Source: an optimization exercise on an open RTL-to-GDS flow (aim: a short achievable clock period and few clock cycles per item). Production flows keep margins and buffers that such runs may drop. In this exercise RTL edits were held to simulation tests only and were not proved equivalent to the original. Power is estimated from default activity; no workload was simulated.

File: flow/design.v
package cpu_pkg;
    typedef logic [15:0] word_t;
    typedef logic [15:0] instr_t;
    typedef logic [7:0]  addr_t;
    typedef logic [3:0]  reg_idx_t;
    localparam logic [3:0] OP_ADD   = 4'h1;
    localparam logic [3:0] OP_CMP   = 4'h2;
    localparam logic [3:0] OP_LOAD  = 4'h3;
    localparam logic [3:0] OP_STORE = 4'h4;
    localparam logic [3:0] OP_BZ    = 4'h5;
    localparam logic [3:0] OP_HALT  = 4'h7;
    localparam logic [3:0] OP_ADDI  = 4'h8;
    localparam logic [3:0] OP_SUB   = 4'hd;
endpackage
`timescale 1ns/1ps
module cpu_top #(
    parameter cpu_pkg::addr_t RESET_PC = 8'h00
) (
    input  logic              clk,
    input  logic              reset,
    input  logic              start,
    input  cpu_pkg::instr_t   instruction,
    input  cpu_pkg::word_t    d_rdata,
    output cpu_pkg::addr_t    i_addr,
    output cpu_pkg::addr_t    d_addr,
    output cpu_pkg::word_t    d_wdata,
    output logic              d_we,
    output cpu_pkg::word_t    result,
    output logic              running
);
    logic          run_q;
    logic [7:0]    pc_q;
    logic [15:0]   rf [1:15];
    logic          z_q;
    logic          x_alu_we;     
    logic          x_setz;       
    logic          x_sub;
    logic          x_ldw;        
    logic          x_st;         
    logic [3:0]    x_rd;
    logic [15:0]   x_a, x_b, x_s;
    logic          fa_res, fa_ld, fb_res, fb_ld, fs_res, fs_live, fs_ld;
    logic [15:0]   res_q;        
    logic          m_ldw;
    logic [3:0]    m_rd;
    logic          we_q;
    logic [15:0]   wdata_q;
    logic [15:0]   ld_q;         
    logic [3:0]  op, f_rd, f_rs1, f_rs2, a_idx;
    logic        is_add, is_sub, is_cmp, is_addi, is_ld, is_st, is_bz, is_halt;
    logic        is_alu, uses_a, uses_b;
    logic        act, stall, issue;
    assign op    = instruction[15:12];
    assign f_rd  = instruction[11:8];
    assign f_rs1 = instruction[7:4];
    assign f_rs2 = instruction[3:0];
    assign is_add  = (op == cpu_pkg::OP_ADD);
    assign is_sub  = (op == cpu_pkg::OP_SUB);
    assign is_cmp  = (op == cpu_pkg::OP_CMP);
    assign is_addi = (op == cpu_pkg::OP_ADDI);
    assign is_ld   = (op == cpu_pkg::OP_LOAD);
    assign is_st   = (op == cpu_pkg::OP_STORE);
    assign is_bz   = (op == cpu_pkg::OP_BZ);
    assign is_halt = (op == cpu_pkg::OP_HALT);
    assign is_alu = is_add | is_sub | is_cmp | is_addi;
    assign uses_a = is_alu | is_ld | is_st;
    assign uses_b = is_add | is_sub | is_cmp;
    assign a_idx  = is_addi ? f_rd : f_rs1;
    assign stall = x_ldw && ((uses_a && (a_idx == x_rd)) || (uses_b && (f_rs2 == x_rd)));
    assign act   = run_q | start;
    assign issue = act & ~stall & ~is_halt;
    logic [15:0] v_rd, v_rs1, v_rs2;
    assign v_rd  = (f_rd  == 4'h0) ? 16'h0000 : rf[f_rd];
    assign v_rs1 = (f_rs1 == 4'h0) ? 16'h0000 : rf[f_rs1];
    assign v_rs2 = (f_rs2 == 4'h0) ? 16'h0000 : rf[f_rs2];
    logic [15:0] a, b, bx, s, alu;
    logic        zfast;
    assign a  = fa_res ? res_q : (fa_ld ? ld_q : x_a);
    assign b  = fb_res ? res_q : (fb_ld ? ld_q : x_b);
    assign bx = x_sub ? ~b : b;
    assign alu = a + bx + {15'h0000, x_sub};
    assign s  = fs_res ? res_q : (fs_live ? d_rdata : (fs_ld ? ld_q : x_s));
    logic [15:0] p, cz;
    assign p  = a ^ bx;
    assign cz = {a[14:0] | bx[14:0], x_sub};
    assign zfast = (p == cz);
    logic zeff;
    assign zeff = x_setz ? zfast : z_q;
    always_ff @(posedge clk or posedge reset) begin
        if (reset) begin
            run_q <= 1'b0;
        end else if (!run_q) begin
            run_q <= start;
        end else if (is_halt && !x_ldw && !x_st) begin
            run_q <= 1'b0;
        end
    end
    always_ff @(posedge clk or posedge reset) begin
        if (reset) begin
            pc_q <= RESET_PC;
        end else if (issue) begin
            pc_q <= (is_bz && zeff) ? instruction[7:0] : pc_q + 8'd1;
        end
    end
    always_ff @(posedge clk or posedge reset) begin
        if (reset) begin
            x_alu_we <= 1'b0;
            x_setz   <= 1'b0;
            x_sub    <= 1'b0;
            x_ldw    <= 1'b0;
            x_st     <= 1'b0;
            x_rd     <= 4'h0;
            x_a      <= 16'h0000;
            x_b      <= 16'h0000;
            x_s      <= 16'h0000;
            fa_res   <= 1'b0;
            fa_ld    <= 1'b0;
            fb_res   <= 1'b0;
            fb_ld    <= 1'b0;
            fs_res   <= 1'b0;
            fs_live  <= 1'b0;
            fs_ld    <= 1'b0;
        end else begin
            x_alu_we <= issue && is_alu && (f_rd != 4'h0);
            x_setz   <= issue && is_alu;
            x_sub    <= is_sub || is_cmp;
            x_ldw    <= issue && is_ld && (f_rd != 4'h0);
            x_st     <= issue && is_st;
            x_rd     <= f_rd;
            x_a      <= is_addi ? v_rd : v_rs1;
            x_b      <= uses_b ? v_rs2 :
                        (is_addi ? {{8{instruction[7]}}, instruction[7:0]}
                                 : {12'h000, instruction[3:0]});
            x_s      <= v_rd;
            fa_res   <= x_alu_we && (x_rd == a_idx);
            fa_ld    <= m_ldw && (m_rd == a_idx);
            fb_res   <= uses_b && x_alu_we && (x_rd == f_rs2);
            fb_ld    <= uses_b && m_ldw && (m_rd == f_rs2);
            fs_res   <= x_alu_we && (x_rd == f_rd);
            fs_live  <= x_ldw && (x_rd == f_rd);
            fs_ld    <= m_ldw && (m_rd == f_rd);
        end
    end
    always_ff @(posedge clk or posedge reset) begin
        if (reset) begin
            res_q   <= 16'h0000;
            m_ldw   <= 1'b0;
            m_rd    <= 4'h0;
            we_q    <= 1'b0;
            wdata_q <= 16'h0000;
            ld_q    <= 16'h0000;
            z_q     <= 1'b0;
        end else begin
            res_q   <= alu;
            m_ldw   <= x_ldw;
            m_rd    <= x_rd;
            we_q    <= x_st;
            wdata_q <= s;
            ld_q    <= d_rdata;
            if (x_setz) z_q <= zfast;
        end
    end
    always_ff @(posedge clk or posedge reset) begin
        if (reset) begin
            for (int i = 1; i < 16; i++) rf[i] <= 16'h0000;
        end else begin
            for (int i = 1; i < 16; i++) begin
                if (x_alu_we && (x_rd == 4'(i))) begin
                    rf[i] <= alu;
                end else if (m_ldw && (m_rd == 4'(i))) begin
                    rf[i] <= d_rdata;
                end
            end
        end
    end
    assign running = run_q;
    assign i_addr  = pc_q;
    assign d_addr  = res_q[7:0];
    assign d_wdata = wdata_q;
    assign d_we    = we_q;
    assign result  = rf[15];
endmodule
File: flow/run.sh
#!/bin/bash
# synth_recipe.tcl (not shown) runs the flow's synth.tcl, then flattens the netlist and writes it again
# the make line also repeats each setting of config.mk as NAME=value (left out here)
make -C /OpenROAD-flow-scripts/flow DESIGN_CONFIG=/design/flow/config.mk WORK_HOME=/design/flow/orfs CLKGATE_MAP_FILE= SYNTH_SCRIPT=/design/flow/synth_recipe.tcl finish
File: flow/config.mk
export PLATFORM = sky130hd
export DESIGN_NAME = cpu_top
export DESIGN_NICKNAME = cpu_top
export VERILOG_FILES = /design/flow/design.v
export SDC_FILE = /design/flow/constraint.sdc
export NUM_CORES = 4
export LEC_CHECK = 0
export ABC_CLOCK_PERIOD_IN_PS = 1000
export CAP_MARGIN = 20
export CORE_MARGIN = 2
export CORE_UTILIZATION = 30
export SETUP_SLACK_MARGIN = 4.2
export SLEW_MARGIN = 20
export TNS_END_PERCENT = 100
File: flow/constraint.sdc
create_clock -name core_clock -period 6.0 [get_ports {clk}]
set_input_delay 1.2000 -clock core_clock [delete_from_list [all_inputs] [get_ports {clk}]]
set_output_delay 1.2000 -clock core_clock [all_outputs]
set_load 0.01 [all_outputs]
==> impl_metrics.py, run 1 <==
metrics = {
    "timing": {
        "drv_slew": 0,
        "fin_skew_ps": 26.7,
        "holdWs_ps": 387,
        "rsz0062_at_grt": "true",
        "slew_headroom_pct": 27.9,
        "min_period_ps": 3550,
        "period_share_pct": 59.1,
        "setup_viol": 0,
        "hold_viol_final": 0,
        "tightestPinTransition_ps": 1080,
        "max_freq_ghz": 0.282,
    },
    "floorplan": {
        "rows": 103,
        "start_util_pct": 30.2,
        "fp.dieW_um": 285,
        "core_area_um2": 78700,
        "die_y_um": 285,
        "dieArea_um2": 81400,
        "ios": 85,
    },
    "routing": {
        "num_vias": 26300,
        "vias_per_cell": 6.40,
        "drt-total-wl_mm": 134,
        "wl_per_cell_um": 32.5,
        "drc_errors": 0,
        "drt-met1-wl_mm": 48.0,
        "drt_pass1_iterations": 12,
        "drtIter0Drc": 5045,
        "ant_nets": 0,
        "top_layer": "met5",
        "met3WireLength_mm": 19.9,
        "dr_wl_met2_mm": 53.3,
    },
    "worst_setup_path": {
        "cp.required_ps": 6470,
        "crit_chain": "buf_6 -> mux2_4 -> mux2i_4 -> buf_4 -> a21oi_2 -> fa_2 -> nor2b_4 -> o21ai_4 -> a21boi_2 -> o41a_1 -> o211a_1 -> buf_4 -> nor3_4 -> nor3_4 -> buf_6 -> buf_16 -> a21oi_2",
        "cp_max_fo": 8,
        "cp-start-kind": "flip-flop",
        "criticalPathCategory": "reg2reg",
        "crit_slowest_cell": "dfrtp_4",
        "arrival_ps": 4020,
        "crit_path_max_incr_delay_ps": 540,
        "crit_path_end_kind": "flip-flop",
    },
    "power_and_ir_drop": {
        "swShare_pct": 41.7,
        "peakVddDrop_mv": 0.213,
        "internal_power_mw": 7.12,
        "pwr-share-comb_pct": 41.2,
        "powerDensity_nw_per_um2": 355,
        "p_leak_nw": 13.9,
        "p_seq_share_pct": 36.5,
        "p_sw_mw": 5.10,
        "p_total_mw": 12.2,
        "power.share.clock_pct": 22.3,
    },
    "synth": {
        "syn_inst": 2674,
        "avgSynthCellArea_um2": 8.88,
        "yosysWarningCount": 18,
        "synth_nets": 2740,
        "yosys_register_bits": 368,
        "syn-cell-area_um2": 23800,
        "synth_ff_type": "dfrtp_1",
        "synthArstFlopShare_pct": 100,
        "synth-edff-count": 0,
        "ys_seq_area_share_pct": 38.8,
        "ys_types": 89,
    },
    "cells_and_area": {
        "drive_gt1_share_pct": 37.3,
        "nets": 3088,
        "fin_area_um2": 34400,
        "area_growth_syn_to_layout_pct": 44.8,
    },
    "global_routing": {
        "antenna_found_initial": 5,
        "grt_pass1_vias": 24500,
        "overflow": 0,
        "grt_pass1_wl_mm": 183,
        "grt_max_degree": 111,
        "track_usage_pct": 31.0,
    },
    "placement": {
        "post_dp_cell_area_um2": 26400,
        "dp_hpwl_mm": 77.0,
        "port_buffers": 84,
        "place_congestion": 1.03,
    },
    "cts": {
        "path_clk_slew_ps": 60,
        "ctsHoldBuffers": 0,
        "clk_latency_ps": 620,
        "cts_made_buffers": 44,
        "clk_path_buf_depth": 3,
        "tritoncts": "built",
        "htree_levels": 2,
        "clock_sinks": 368,
        "cts_root_buffer": "clkbuf_16",
    },
    "run": {
        "drv_cap": 0,
    },
    "worst_hold_path": {
        "min_path_type": "reg2reg",
    },
    "outcome": {
        "status": "complete, no violations",
    },
}
synthesized netlist by cell type (12+ instances only):
cell type  number  share of area [%]
a22o_1         21               0.77
a21oi_1       159                3.4
clkbuf_1      193                3.1
or3_1          14               0.37
o21ai_1        14               0.30
nand2_1       320                5.1
buf_1          19               0.30
o221ai_1       23               0.85
nand2b_1       18               0.47
mux2i_1       221                9.3
buf_2          14               0.30
nor3_1         28               0.59
mux2_2         60                2.8
a21oi_2        18               0.66
nand4_1        27               0.71
nor2_1        145                2.3
dfrtp_1       368                 39
xnor2_1        38                1.4
nand3_1        58                1.2
a211oi_1       72                2.3
inv_1          61               0.96
a22oi_1       175                5.5
o22ai_1        12               0.32
xor2_1         22               0.81
a221oi_1       17               0.63
a222oi_1       32                1.3
nor2b_1        79                2.1
a31oi_1        17               0.45
ha_1           30                1.6
o21ai_0       235                5.0
cell usage in the layout, fill, tap and decap left out, types with 27 or more instances in the layout:
master,n
dfrtp_1,338
nand2_1,276
buf_4,269
mux2i_1,210
a22oi_1,163
o21ai_0,147
a21oi_1,102
buf_6,98
nor2_1,81
buf_12,76
o21ai_1,74
a21oi_2,72
nor2b_1,70
a211oi_1,70
mux2_2,57
nand3_1,52
nor2_4,52
inv_1,51
clkbuf_16,51
a222oi_1,32
nand4_1,27
dfrtp_2,27
kinds of logic after synthesis:
group           share of synthesized area [%]
mux                                      12.6
flops                                    38.8
simple gates                             14.6
compound gates                           24.6
buf+inv                                  5.24
fa+ha+maj                                1.66
xor+xnor                                 2.54
critical path, delay by kind of cell, from the launching register on:
family,cells,cell delay (ps)
buffers and inverters,5,780
AOI/OAI and AO/OA,6,760
muxes,2,550
DFF,1,540
and+or+nand+nor,3,410
adders and majority gates,1,390
worst paths after layout:
kind / start / to / slack, ps / depth (start not counted)
max: fb_ld / rf[9][14] / 2450 / 17
min: x_st / we_q / 390 / 0
max reg2reg: fb_ld / rf[9][14] / 2450 / 17
min reg2reg: x_st / we_q / 390 / 0
max in group asynchronous: reset / rf[14][6] / 4270 / 4
min in group asynchronous: reset / rf[5][6] / 1190 / 3
sequential cells by signal, summed over array words and instances, names as in the netlist, 4 cells and up:
signal   cells
ld_q        16
m_rd         4
pc_q         8
res_q       16
rf         240
wdata_q     16
x_a         16
x_b         16
x_rd         4
x_s         16
through the flow:
step	worst slack, ps	utilization (%)	std cells	TNS, ps
detailed placement	1450	33.5	3652	0
finish	2450	43.7	4109	0
CTS	2550	41.7	4032	0
floorplan	-138	-	2674	-50850
global placement	1570	33.5	3650	0
global route	2340	43.7	4104	0
layer usage:
layer  vias up  global-route usage [%]
met5         -                    2.50
met4        18                    20.5
met3       762                    13.8
met2      2339                    43.4
met1     12600                    38.0
li1      10600                       -
power by group through the flow:
stage	Sequential (mW)	Combinational [mW]	Clock, mW
after floorplan	3.88	2.43	0
after global placement	4.40	3.33	0
after detailed placement	4.38	3.39	0
after CTS	4.32	4.40	2.73
after global routing	4.45	5.29	2.82
final	4.46	5.04	2.73
layout make-up:
class	count	area [µm²]
Multi-Input combinational cell	2005	16000
Clock inverter	18	180
Sequential cell	368	9250
Antenna cell	8	20.0
Tap cell	1050	1310
Timing Repair Buffer	538	6150
Fill cell	7289	44300
Clock buffer	57	1230
Inverter	65	263
what timing repair did:
action	CTS	global route
hold endpoints to repair	0	0
gates cloned	21	8
pin swaps	176	88
setup buffers	284	61
gates resized for setup	805	192
endpoints found under the setup margin	459	522
Testbench counts, summed over its fixed seeds: cycles 23,797, instrs 23,116.
==> run 2: changes to the inputs <==
==> flow/config.mk (replaced) <==
export PLATFORM = sky130hd
export DESIGN_NAME = cpu_top
export DESIGN_NICKNAME = cpu_top
export VERILOG_FILES = /design/flow/design.v
export SDC_FILE = /design/flow/constraint.sdc
export NUM_CORES = 4
export LEC_CHECK = 0
export ABC_CLOCK_PERIOD_IN_PS = 2000
export CAP_MARGIN = 20
export CORE_MARGIN = 2
export CORE_UTILIZATION = 30
export SETUP_SLACK_MARGIN = 3.5
export SLEW_MARGIN = 20
export TNS_END_PERCENT = 100
==> run 2 against run 1 <==
Sequential power down 2%. Still clean on timing, DRC and antenna. Synthesized area unchanged. Critical path depth down 6. Die area unchanged. Sequential cell count unchanged. Clock skew down 2.9 ps. Power down 2.9%. Design area down 7.6%. Global-route usage down 1.7 points. Via count down 4.4%. Setup slack worse by 22 ps.
==> impl_metrics.py, run 2 <==
metrics = {
    "outcome": {
        "status": "complete, no violations",
    },
    "worst_setup_path": {
        "crit_chain": "mux2i_1 -> o21ai_0 -> inv_1 -> ha_2 -> xnor2_2 -> or4_4 -> nor4_4 -> a32oi_4 -> or2_4 -> mux2i_1 -> a22oi_1",
        "crit_path_max_incr_delay_ps": 590,
        "criticalPathCategory": "reg2reg",
        "crit_path_end_kind": "flip-flop",
        "cp_max_fo": 12,
        "arrival_ps": 4070,
        "cp-start-kind": "flip-flop",
        "reg2reg_from": "fa_ld",
        "crit_buf_inv": 1,
        "cp_top_family": "simple AND/OR/NAND/NOR gates",
        "cp-startpoint": "fa_ld",
        "cpMostUsedCell": "mux2i_1",
        "crit_slowest_cell": "dfrtp_4",
        "cp.required_ps": 6500,
    },
    "global_routing": {
        "antenna_found_initial": 8,
        "grt_pass1_wl_mm": 174,
        "grt_pass1_vias": 23500,
        "grt_max_degree": 129,
        "track_usage_pct": 29.3,
        "overflow": 0,
    },
    "worst_hold_path": {
        "min_from": "x_st",
        "min_path_type": "reg2reg",
    },
    "power_and_ir_drop": {
        "powerDensity_nw_per_um2": 373,
        "p_leak_nw": 12.7,
        "peakVddDrop_mv": 0.179,
        "p_total_mw": 11.9,
    },
    "cells_and_area": {
        "nets": 2934,
        "fillCellCount": 7554,
        "final_cell_mix": "dfrtp_1, nand2_1, mux2i_1",
        "top_register": "rf",
        "multi_input_area_um2": 15400,
        "largest_reg_flops": 240,
        "fin_area_um2": 31800,
        "mostFrequentLayoutCell": "dfrtp_1",
        "drive_gt1_share_pct": 29.7,
        "area_growth_syn_to_layout_pct": 33.8,
        "regArea_um2": 9250,
    },
    "cts": {
        "clk_path_buf_depth": 3,
        "cts_root_buffer": "clkbuf_16",
        "tritoncts": "built",
        "clk_latency_ps": 600,
        "path_clk_slew_ps": 60,
        "cts_made_buffers": 44,
        "clock_sinks": 368,
        "htree_levels": 2,
    },
    "timing": {
        "fin_skew_ps": 23.9,
        "rsz0062_at_grt": "true",
        "hold_viol_final": 0,
        "period_share_pct": 59.5,
        "min_period_ps": 3570,
        "setup_viol": 0,
        "slew_headroom_pct": 23.7,
        "max_freq_ghz": 0.280,
        "drv_slew": 0,
        "tightestPinTransition_ps": 1140,
    },
    "routing": {
        "drt-total-wl_mm": 124,
        "wl_per_cell_um": 31.4,
        "drc_errors": 0,
        "drt_pass1_iterations": 14,
        "num_vias": 25200,
        "ant_nets": 0,
        "drtIter0Drc": 4969,
        "vias_per_cell": 6.37,
    },
    "synth": {
        "yosys-top-cells-area": "dfrtp_1, mux2i_1, a22oi_1, nand2_1, o21ai_0",
        "yosys_register_bits": 368,
        "synth_most_common_cell": "dfrtp_1",
        "synth_nets": 2740,
        "synth_top_area_cell": "dfrtp_1",
        "synth_top_area_share_pct": 38.8,
        "synthTopCellsByCount": "dfrtp_1, nand2_1, o21ai_0, mux2i_1, clkbuf_1",
        "synthArstFlopShare_pct": 100,
        "syn-cell-area_um2": 23800,
        "syn_inst": 2674,
        "synth_ff_type": "dfrtp_1",
        "ys_types": 89,
        "yosysWarningCount": 18,
        "avgSynthCellArea_um2": 8.88,
        "synth-edff-count": 0,
        "ys_seq_area_share_pct": 38.8,
    },
    "run": {
        "drv_cap": 0,
    },
    "floorplan": {
        "ios": 85,
        "fp.dieW_um": 285,
        "start_util_pct": 30.2,
        "die_y_um": 285,
        "rows": 103,
        "core_area_um2": 78700,
        "dieArea_um2": 81400,
    },
    "placement": {
        "place_congestion": 1.05,
        "port_buffers": 84,
        "dp_hpwl_mm": 77.4,
        "post_dp_cell_area_um2": 26500,
    },
}
==> run 2: cell counts after synthesis <==
No cell type changed its count.
==> run 2: metrics by stage <==
step | std cells | hold slack [ps] | setup slack [ps] | utilization (%) | setup TNS (ps)
after global placement | 3662 | 373 | 1560 | 33.5 | 0
after CTS | 3900 | 393 | 2510 | 38.9 | 0
after detailed placement | 3665 | 386 | 1490 | 33.6 | 0
after floorplan | 2674 | 352 | -138 | - | -50850
final | 3952 | 402 | 2430 | 40.4 | 0
after global routing | 3952 | 396 | 2300 | 40.4 | 0
==> run 2: logic make-up (layout without fill, tap and decap cells) <==
| group | after synthesis | count (layout) | share of synthesized area [%] |
|---|---|---|---|
| AO/OA/AOI/OAI | 878 | 879 | 24.6 |
| AND/OR/NAND/NOR | 741 | 741 | 14.6 |
| flip-flops | 368 | 368 | 38.8 |
| buffers and inverters | 306 | 532 | 5.24 |
| multiplexers | 286 | 286 | 12.6 |
| XOR/XNOR | 64 | 64 | 2.54 |
| adder cells (fa/ha/maj) | 31 | 31 | 1.66 |
| other | 0 | 1 | 0 |
==> run 2: worst reg2reg max path, stage by stage, from the launching register on <==
cell,delay [ps]
dfrtp_4,590
mux2i_1,160
o21ai_0,550
inv_1,140
ha_2,220
xnor2_2,130
or4_4,540
nor4_4,260
a32oi_4,210
or2_4,370
mux2i_1,140
a22oi_1,180
==> run 2: worst paths after layout <==
path,endpoint,slack (ps),cells after the start
min reg2reg,we_q,400,0
min,we_q,400,0
min in group asynchronous,rf[3][4],990,2
max in group asynchronous,x_rd[1],3800,3
max,pc_q[2],2430,11
max reg2reg,pc_q[2],2430,11
==> run 2: area by class of cell <==
cell class,count,area share (%)
sequential,368,29.1
antenna,1,0.00788
multi-input combinational,2001,48.4
timing repair buffer,388,12.9
clock inverter,13,0.465
tap,1050,4.13
inverter,65,0.811
clock buffer,66,4.14
==> run 2: report_power, final <==
group          internal, mW  switching (mW)
Combinational          2.10            2.60
Clock                  1.64            1.15
Sequential             3.26            1.11
Total                  7.00            4.86
==> run 2: routing by layer <==
metal  wire [µm]  GRT usage [%]  up-vias
li1            -              -    10200
met1       46600           37.9    12200
met2       49900           40.9     2084
met3       17700           11.2      695
met4        9830           17.7        6
met5          46           1.05        -
==> run 2: what timing repair did <==
item	CTS	global route
setup buffers	143	48
resized for setup	425	179
cloned	13	3
setup endpoints to repair	373	297
pin swaps	46	75
hold endpoints to repair	0	0
hold buffers	0	0
==> run 3: changes to the inputs <==
==> flow/config.mk (replaced) <==
export PLATFORM = sky130hd
export DESIGN_NAME = cpu_top
export DESIGN_NICKNAME = cpu_top
export VERILOG_FILES = /design/flow/design.v
export SDC_FILE = /design/flow/constraint.sdc
export NUM_CORES = 4
export LEC_CHECK = 0
export CAP_MARGIN = 20
export CORE_MARGIN = 2
export CORE_UTILIZATION = 30
export SLEW_MARGIN = 20
==> run 3 against run 2 <==
Die area unchanged. Critical path depth unchanged. Design area decreased by 14%. Still clean on timing, DRC and antenna. Largest cell class unchanged.
==> impl_metrics.py, run 3 <==
metrics = {
    "cts": {
        "clk_latency_ps": 600,
        "cts_root_buffer": "clkbuf_16",
        "cts_setup_buffers": 0,
        "htree_levels": 2,
        "path_clk_slew_ps": 60,
        "clock_sinks": 368,
        "ctsHoldBuffers": 0,
        "cts_made_buffers": 45,
        "clk_path_buf_depth": 3,
        "cts_resized": 0,
        "tritoncts": "built",
    },
    "cells_and_area": {
        "area_growth_syn_to_layout_pct": 15.4,
        "mostFrequentLayoutCell": "dfrtp_1",
        "final_cell_mix": "dfrtp_1, nand2_1, o21ai_0",
        "nets": 2724,
        "fillCellCount": 7981,
        "drive_gt1_share_pct": 12.1,
        "largest_reg_flops": 240,
        "post-route-util_pct": 34.8,
        "top_register": "rf",
    },
    "synth": {
        "yosys-top-cells-area": "dfrtp_1, mux2i_1, a22oi_1, nand2_1, o21ai_0",
        "synth-edff-count": 0,
        "yosysWarningCount": 18,
        "avgSynthCellArea_um2": 8.88,
        "synthTopCellsByCount": "dfrtp_1, nand2_1, o21ai_0, mux2i_1, clkbuf_1",
        "synth_most_common_cell": "dfrtp_1",
        "synth_nets": 2740,
        "syn-cell-area_um2": 23800,
        "yosys_register_bits": 368,
        "synth_top_area_cell": "dfrtp_1",
        "synthArstFlopShare_pct": 100,
        "synth_top_area_share_pct": 38.8,
        "ys_seq_area_share_pct": 38.8,
        "syn_inst": 2674,
        "synth_ff_type": "dfrtp_1",
        "ys_types": 89,
    },
    "floorplan": {
        "core_area_um2": 78700,
        "fp.dieW_um": 285,
        "dieArea_um2": 81400,
        "start_util_pct": 30.2,
        "ios": 85,
        "die_y_um": 285,
        "rows": 103,
    },
    "outcome": {
        "status": "complete, no violations",
    },
    "global_routing": {
        "grt_pass1_wl_mm": 161,
        "grt_pass1_vias": 21600,
        "overflow": 0,
        "track_usage_pct": 27.0,
        "grt_max_degree": 151,
        "antenna_found_initial": 8,
    },
    "worst_setup_path": {
        "cp-startpoint": "fb_ld",
        "criticalPathCategory": "reg2reg",
        "arrival_ps": 4650,
        "reg2reg_from": "fb_ld",
        "crit_path_end_kind": "flip-flop",
        "cp_max_fo": 16,
        "cp-start-kind": "flip-flop",
        "cp.required_ps": 6430,
    },
    "timing": {
        "min_period_ps": 4230,
        "fin_ws_ps": 1770,
        "hold_viol_final": 0,
        "rsz0062_at_grt": "false",
        "period_share_pct": 70.5,
        "tightestPinTransition_ps": 1200,
        "drv_slew": 0,
        "setup_viol": 0,
        "slew_headroom_pct": 19.4,
        "max_freq_ghz": 0.237,
        "fin_skew_ps": 23.8,
    },
    "routing": {
        "drc_errors": 0,
        "drtIter0Drc": 4393,
        "ant_nets": 0,
        "wl_per_cell_um": 30.3,
        "vias_per_cell": 6.21,
        "drt_pass1_iterations": 9,
        "num_vias": 23300,
        "drt-total-wl_mm": 113,
    },
    "run": {
        "drv_cap": 0,
    },
    "power_and_ir_drop": {
        "p_leak_nw": 10.8,
        "p_total_mw": 10.6,
        "powerDensity_nw_per_um2": 387,
        "peakVddDrop_mv": 0.177,
    },
    "placement": {
        "dp_hpwl_mm": 75.8,
        "place_congestion": 1.04,
        "port_buffers": 84,
        "pre_cts_slack_ps": 1660,
    },
    "worst_hold_path": {
        "min_path_type": "reg2reg",
        "min_from": "x_st",
    },
}
==> run 3: worst max-delay path: stages (launching register included) <==
cell	delay (ps)
dfrtp_1	610
buf_4	280
mux2i_1	230
nor2_1	50
a21oi_1	140
xnor2_1	120
ha_1	530
nand2_1	180
o31ai_1	650
nor3_2	140
nor3_4	880
o21ai_0	230
==> run 3: metal layers <==
metal | vias up | part of all wire, % | GRT usage [%]
met3 | 464 | 14 | 10.8
met5 | - | 0.022 | 0.291
li1 | 9768 | - | -
met2 | 1765 | 41 | 38.9
met4 | 6 | 5.9 | 12.8
met1 | 11300 | 39 | 35.2
==> run 3: worst paths after layout <==
| kind | end | slack, ps | cells past startpoint |
|---|---|---|---|
| worst max-delay path | rf[4][15] | 1770 | 11 |
| worst min-delay path | we_q | 380 | 0 |
| worst max register to register | rf[4][15] | 1770 | 11 |
| worst min register to register | we_q | 380 | 0 |
| max in group asynchronous | rf[3][3] | 3860 | 3 |
| min in group asynchronous | x_a[8] | 970 | 2 |
==> run 3: cell families (layout without fill, tap and decap cells) <==
logic type / count (synthesis) / count (layout) / share of synthesized area, %
adders and majority gates: 31 / 31 / 1.66
other: 0 / 6 / 0
AOI/OAI and AO/OA: 878 / 878 / 24.6
buffers and inverters: 306 / 322 / 5.24
muxes: 286 / 286 / 12.6
xor gates and xnor gates: 64 / 64 / 2.54
and+or+nand+nor: 741 / 741 / 14.6
DFF: 368 / 368 / 38.8
==> run 3: cell type report <==
class | count | area, µm² | area share, %
Multi-Input combinational cell | 2000 | 13500 | 49.3
Sequential cell | 368 | 9210 | 33.6
Timing Repair Buffer | 178 | 1600 | 5.85
Tap cell | 1050 | 1310 | 4.79
Clock buffer | 65 | 1300 | 4.75
Inverter | 65 | 248 | 0.904
Clock inverter | 14 | 201 | 0.735
Antenna cell | 6 | 15.0 | 0.0548
==> run 3: where the power goes <==
| part | total [mW] | internal, mW | switching [mW] |
|---|---|---|---|
| Clock | 2.85 | 1.71 | 1.14 |
| Sequential | 4.45 | 3.25 | 1.20 |
| Combinational | 3.31 | 1.37 | 1.94 |
| Total | 10.6 | 6.33 | 4.27 |
==> run 3: stage by stage <==
step / TNS [ps] / hold WS (ps) / instance area [µm²] / std cells
3_5_place_dp: 0 / 372 / 25800 / 3659
6_report: 0 / 381 / 27400 / 3746
3_3_place_gp: 0 / 379 / 25800 / 3658
4_1_cts: 0 / 387 / 27300 / 3738
2_1_floorplan: -50850 / 352 / 23800 / 2674
5_1_grt: 0 / 400 / 27400 / 3743

-- separate check: timing with driven ports --
The flow's constraints put no driver on any port. The routed layouts listed below were extracted and timed again, unchanged, in two steps.
Step 1 sets driving cells, clkbuf_16 on the clock port and buf_2 on the other inputs (assumed; they add their load-dependent delay and slew).
Step 2 also shifts input and output timing later by t, the mid clock arrival at the registers, as if the neighbouring blocks saw the same clock.
Slacks: ideal / step 1 / step 2; pairs: ideal / step 1.
run | shift t [ns] | setup slack, ns | worst setup path at the end | clock arrival spread, ns
run 1 | 0.668 | 2.453 / 2.453 / 2.453 | register to register | 0.027 / 0.028
run 2 | 0.655 | 2.431 / 2.431 / 2.431 | register to register | 0.024 / 0.024
run 3 | 0.655 | 1.772 / 1.772 / 1.317 | input to register | 0.024 / 0.025
After both steps setup and hold are still met in every run listed. The setup slack of run 3, which loses most, moves by 0.000 ns with the drivers and by -0.455 ns with both steps.
